Background: an optimization exercise with open tools, aiming at small area and a short achievable clock period. Do not read the settings as production practice. In this exercise RTL edits were held to simulation tests only and were not proved equivalent to the original. The clock port is modelled as an ideal driver; clocking choices that lean on that would not hold on a real chip. Power is estimated from default activity; no workload was simulated.

== v1 ==
==> flow/design.v (excerpt) <==
module pe_dot_unit (
  input  logic                clock,
  input  logic                i_arst_n,
  input  logic [7:0][7:0]     i_feature,
  input  logic [7:0][7:0]     i_filter,
  output logic signed [17:0]  o_result
);
export LEC_CHECK = 0
export CAP_MARGIN = 20
export CORE_MARGIN = 2
export CORE_UTILIZATION = 40
export CTS_CLUSTER_DIAMETER = 100
export CTS_CLUSTER_SIZE = 26
export HOLD_SLACK_MARGIN = 0.2
export SETUP_SLACK_MARGIN = 2.75
export SLEW_MARGIN = 20
export SYNTH_HIERARCHICAL = 1
export SYNTH_MINIMUM_KEEP_SIZE = 0
export BUFFER_PORTS_ARGS = -buffer_cell sky130_fd_sc_hd__buf_1
export POST_CTS_TCL = /design/flow/flow/skew.tcl
export SKEW_SPEC = 2 0.82 3 1.52 4 1.62 5 1.01
export SKEW_GROUP = 24
export SKIP_CTS_REPAIR_TIMING = 1
export REMOVE_ABC_BUFFERS = 1
create_clock -name core_clock -period 4.7 [get_ports {clock}]
standard.sh (not shown) runs the stock make flow with config.mk's settings and CLKGATE_MAP_FILE= SYNTH_SCRIPT=/design/flow/synth_recipe.tcl, a recipe that flattens the netlist after the stock synthesis.
==> flow/flow/run.sh <==
#!/bin/bash
set -e
cd "$(dirname "$0")/.."
W=$(pwd)
{
  echo "export BUFFER_PORTS_ARGS = -buffer_cell sky130_fd_sc_hd__buf_1"
  echo "export POST_CTS_TCL = $W/flow/skew.tcl"
  echo "export SKEW_SPEC = 2 0.82 3 1.52 4 1.62 5 1.01"
  echo "export SKEW_GROUP = 24"
  echo "export SKIP_CTS_REPAIR_TIMING = 1"
  echo "export REMOVE_ABC_BUFFERS = 1"
} >> config.mk
bash standard.sh > standard.log 2>&1
Other scripts of this flow, unchanged in this note and not shown: flow/flow/skew.tcl
v1 went all the way through synthesis, placement and routing and the layout is clean on timing, DRC and antenna.
Relative to v1, the following input files were edited for v54:
Settings: changing SKEW_SPEC from 2 0.82 3 1.52 4 1.62 5 1.01 to 2 0.41 3 0.88 4 0.91; changing SETUP_SLACK_MARGIN from 2.75 to 2.6; changing HOLD_SLACK_MARGIN from 0.2 to 0.1.
==> flow/flow/run.sh <==
#!/bin/bash
set -e
cd "$(dirname "$0")/.."
W=$(pwd)
{
  echo "export BUFFER_PORTS_ARGS = -buffer_cell sky130_fd_sc_hd__buf_1"
  echo "export POST_CTS_TCL = $W/flow/skew.tcl"
  echo "export SKEW_SPEC = 2 0.41 3 0.88 4 0.91"
  echo "export SKEW_GROUP = 24"
  echo "export SKIP_CTS_REPAIR_TIMING = 1"
  echo "export REMOVE_ABC_BUFFERS = 1"
} >> config.mk
bash standard.sh > standard.log 2>&1
v54: sequential share of layout area is 1.2 points higher than what v1 reported.
Switching power sits lower in v54 than in v1.
Compared with v1, in v54 area enclosed by the die boundary held; final cell count without fillers went down by 49.
On post-layout instance area, v54 tracks v1 almost exactly.
The critical path depth of v54 is higher than that of v1.
As of v54, total power had fallen by a few percent compared to v1.
Lower final period demand of the worst path among v1 and v54: v1
Taking v1 as the reference point, the fraction of layout cells with a size suffix above 1 of v54 rises by 10 points.
| clock skew | higher: v1 |
Modified inputs, v59 compared to v54
Settings: SETUP_SLACK_MARGIN changed from 2.6 to 2.65; HOLD_SLACK_MARGIN changed from 0.1 to 0.2; SKEW_SPEC changed from 2 0.41 3 0.88 4 0.91 to 2 0.82 3 1.52 4 1.62 5 1.01.
==> flow/flow/run.sh <==
#!/bin/bash
set -e
cd "$(dirname "$0")/.."
W=$(pwd)
{
  echo "export BUFFER_PORTS_ARGS = -buffer_cell sky130_fd_sc_hd__buf_1"
  echo "export POST_CTS_TCL = $W/flow/skew.tcl"
  echo "export SKEW_SPEC = 2 0.82 3 1.52 4 1.62 5 1.01"
  echo "export SKEW_GROUP = 24"
  echo "export SKIP_CTS_REPAIR_TIMING = 1"
  echo "export REMOVE_ABC_BUFFERS = 1"
} >> config.mk
bash standard.sh > standard.log 2>&1
--- outcome ---
v59 finished every stage and its layout cleared the timing, design-rule and antenna checks.
In terms of core utilization, v54 and v59 differ only marginally.
Net switching power of the design grows slightly when moving from v54 to v59.
From v54 to v59 the numbers moved as follows: fmax +about 7%; power grew by 4.3%; combinational group share of total power saw an increase; count of state elements after synthesis roughly the same; worst IR drop on VDD -about 3.3%.
Wire length reported by the detailed router grows slightly when moving from v54 to v59.
When v59 is measured against v54, its share of power burned in the clock network turns out 0.5 points higher.
Comparing v59 with v54, the cell area after layout came out essentially unchanged.
Inputs modified between v59 and v51:
Settings: a change of SETUP_SLACK_MARGIN from 2.65 to 2.6; a change of SKEW_SPEC from 2 0.82 3 1.52 4 1.62 5 1.01 to 2 0.64 3 1.27 4 1.30 5 0.61; a change of HOLD_SLACK_MARGIN from 0.2 to 0.1.
==> flow/flow/run.sh <==
#!/bin/bash
set -e
cd "$(dirname "$0")/.."
W=$(pwd)
{
  echo "export BUFFER_PORTS_ARGS = -buffer_cell sky130_fd_sc_hd__buf_1"
  echo "export POST_CTS_TCL = $W/flow/skew.tcl"
  echo "export SKEW_SPEC = 2 0.64 3 1.27 4 1.30 5 0.61"
  echo "export SKEW_GROUP = 24"
  echo "export SKIP_CTS_REPAIR_TIMING = 1"
  echo "export REMOVE_ABC_BUFFERS = 1"
} >> config.mk
bash standard.sh > standard.log 2>&1
==> comparison <==
Diff v59 -> v51: growth of design area from synthesis to finish went down 2.1 points; clock network fraction of design power went up 0.3 points; area of the core held; depth of the most critical reg-to-reg path went down 2. The wire length of the first global-routing pass was comparable across v59 and v51. STATUS worst hold-check slack: v51 wins against v59. Compared with v59, v51 shows a cell area that is about 1.8% lower. Routed wirelength normalized by instance count (v51 vs. v59) increases slightly. Higher hold-critical path depth was reported by v59, not v51.
Input changes introduced in v9 (baseline for comparison: v51):
Settings: a change of SKEW_SPEC from 2 0.64 3 1.27 4 1.30 5 0.61 to 2 0.50 3 1.03 4 1.16 5 0.29; a change of SETUP_SLACK_MARGIN from 2.6 to 2.7.
==> flow/flow/run.sh <==
#!/bin/bash
set -e
cd "$(dirname "$0")/.."
W=$(pwd)
{
  echo "export BUFFER_PORTS_ARGS = -buffer_cell sky130_fd_sc_hd__buf_1"
  echo "export POST_CTS_TCL = $W/flow/skew.tcl"
  echo "export SKEW_SPEC = 2 0.50 3 1.03 4 1.16 5 0.29"
  echo "export SKEW_GROUP = 24"
  echo "export SKIP_CTS_REPAIR_TIMING = 1"
  echo "export REMOVE_ABC_BUFFERS = 1"
} >> config.mk
bash standard.sh > standard.log 2>&1
==> comparison <==
Diff v51 -> v9: post-route total power saw an increase, standby leakage power moved up. Post-route non-filler standard cell count: v9 vs v51 — no meaningful difference. The fmax reported for v9 is greater than that of v51 by 18 MHz. In the metrics for v51 and v9, the one carrying the lower net switching power of the design is v51. Fraction of area in registers delta (v9 -> v51): insignificant. Taking v51 as the reference, in v9 cell area rose 3.1%; routed wire length rose 220 µm. Fraction of power consumed by sequential logic essentially unchanged between v9 and v51. Portion of total power attributed to the clock network: higher on v51.

---

Setup of tundra:
pe_dot_unit, a different RTL version from the one above (not shown whole).
Size: roughly 360 flip-flops, ~19000 sq um of cells after synthesis.
Design pe_dot_unit, start of the top module:
module pe_dot_unit (
  input  logic                clock,
  input  logic                i_arst_n,
  input  logic [7:0][7:0]     i_feature,
  input  logic [7:0][7:0]     i_filter,
  output logic signed [17:0]  o_result
);
  logic sgn_1;
  logic sgn_2;
  logic sgn_3;
  logic sgn_4;
  logic sgn_5;
  logic sgn_6;
  logic sgn_7;
  logic sgn_8;
  logic two_9;
  logic neg_10;
  logic i_filter0_0_q1;
  logic i_feature0_0_q1;
  logic neg_10_q1;
  logic pp_11;
  logic i_feature0_1_q1;
  logic two_9_q1;
  logic sn_12;
  logic pp_13;
  logic i_feature0_2_q1;
  logic sn_14;
  logic pp_15;
  logic i_feature0_3_q1;
  logic sn_16;
  logic pp_17;
  logic i_feature0_4_q1;
  logic sn_18;
  logic pp_19;
  logic i_feature0_5_q1;
  logic sn_20;
  logic pp_21;
  logic i_feature0_6_q1;
  logic sn_22;
  logic pp_23;
  logic pp_24;
  logic nneg_25;
  logic one_26;
  logic two_27;
  logic neg_28;
  logic one_26_q1;
  logic neg_28_q1;
  logic pp_29;
  logic two_27_q1;
  logic sn_30;
  logic pp_31;
  logic sn_32;
  logic pp_33;
  logic sn_34;
  logic pp_35;
  logic sn_36;
  logic pp_37;
  logic sn_38;
  logic pp_39;
  logic sn_40;
  logic pp_41;
  logic pp_42;
  logic nneg_43;
  logic one_44;
  logic two_45;
  logic neg_46;
  logic one_44_q1;
  logic neg_46_q1;
  ...
==> flow/config.mk <==
export PLATFORM = sky130hd
export DESIGN_NAME = pe_dot_unit
export DESIGN_NICKNAME = pe_dot_unit
export VERILOG_FILES = /design/flow/design.v
export SDC_FILE = /design/flow/constraint.sdc
export NUM_CORES = 4
export LEC_CHECK = 0
export CAP_MARGIN = 20
export CORE_MARGIN = 2
export CORE_UTILIZATION = 40
export CTS_CLUSTER_DIAMETER = 100
export CTS_CLUSTER_SIZE = 32
export HOLD_SLACK_MARGIN = 0.2
export SETUP_SLACK_MARGIN = 2.7
export SLEW_MARGIN = 20
export SYNTH_HIERARCHICAL = 1
export SYNTH_MINIMUM_KEEP_SIZE = 0
export BUFFER_PORTS_ARGS = -buffer_cell sky130_fd_sc_hd__buf_1
export POST_CTS_TCL = /design/flow/flow/skew.tcl
export SKEW_SPEC = 2 1.10 3 1.65 4 2.10 5 1.00
export SKEW_GROUP = 24
export SKIP_CTS_REPAIR_TIMING = 1
export REMOVE_ABC_BUFFERS = 1
==> flow/constraint.sdc <==
create_clock -name core_clock -period 4.7 [get_ports {clock}]
set_input_delay 0.9400 -clock core_clock [delete_from_list [all_inputs] [get_ports {clock}]]
set_output_delay 0.9400 -clock core_clock [all_outputs]
set_load 0.01 [all_outputs]
==> flow/flow/run.sh <==
#!/bin/bash
set -e
cd "$(dirname "$0")/.."
W=$(pwd)
{
  echo "export BUFFER_PORTS_ARGS = -buffer_cell sky130_fd_sc_hd__buf_1"
  echo "export POST_CTS_TCL = $W/flow/skew.tcl"
  echo "export SKEW_SPEC = 2 1.10 3 1.65 4 2.10 5 1.00"
  echo "export SKEW_GROUP = 24"
  echo "export SKIP_CTS_REPAIR_TIMING = 1"
  echo "export REMOVE_ABC_BUFFERS = 1"
} >> config.mk
bash standard.sh > standard.log 2>&1
Other scripts of this flow, unchanged in this note and not shown: flow/flow/skew.tcl
Here is what was changed in the inputs of raven compared with tundra.
diff --git a/flow/config.mk b/flow/config.mk
--- a/flow/config.mk
+++ b/flow/config.mk
@@ -10,5 +10,5 @@
 export CORE_UTILIZATION = 40
 export CTS_CLUSTER_DIAMETER = 100
-export CTS_CLUSTER_SIZE = 32
+export CTS_CLUSTER_SIZE = 26
 export HOLD_SLACK_MARGIN = 0.2
 export SETUP_SLACK_MARGIN = 2.7
Notes after the runs:
Peak supply drop (raven vs. tundra) increases by a few percent
Re worst-margin pin slew: raven is 15 ps down on tundra.
Status: cell area parity (raven, tundra)
raven vs. tundra: slack of the worst reg-to-reg path about even, final cell count barely changed, period utilization flat, switching power as a share of total power comparable.
Comparing raven with tundra, the static leakage came out essentially unchanged.
Diff tundra..raven | wire length reported by the detailed router | negligible
On sequential share of layout area, tundra and raven are neck and neck.

==> re-timing with driven ports <==
The flow's constraints put no driver on any port. The routed layouts listed below were extracted and timed again, unchanged, in two steps. Step 1: set_driving_cell puts a clkbuf_16 on clock and a buf_2 on each other input, an assumption about the parent block. Step 2, shift: input delay + t, output delay - t, t = (earliest + latest rising clock arrival at the registers) / 2. This alone moves slack from input paths to output paths. Three values: ideal, step 1, step 2; two values: the first two.
run | t, ns | setup WS [ns] | clock arrival spread, ns | worst data-port slew with drivers (ns) | cell pins on the clock port's net
v1 | 1.401 | 2.721 / 2.671 / 1.955 | 1.677 / 1.677 | 0.05 | 1
v54 | 1.063 | 2.555 / 2.555 / 2.301 | 0.994 / 0.994 | 0.05 | 1
v59 | 1.395 | 2.700 / 2.669 / 1.968 | 1.661 / 1.661 | 0.05 | 1
v51 | 1.266 | 2.585 / 2.585 / 2.083 | 1.404 / 1.404 | 0.05 | 1
v9 | 1.157 | 2.662 / 2.662 / 2.214 | 1.186 / 1.186 | 0.05 | 1
tundra | 1.659 | 2.697 / 2.663 / 1.784 | 2.193 / 2.193 | 0.04 | 1
raven | 1.642 | 2.703 / 2.667 / 1.835 | 2.149 / 2.149 | 0.04 | 1
In every run listed the clock reaches the registers at very different times; t lies between them, and the last value is a rough guide only. The setup slack of tundra, which loses most, moves by -0.034 ns with the drivers and by -0.913 ns with both steps.
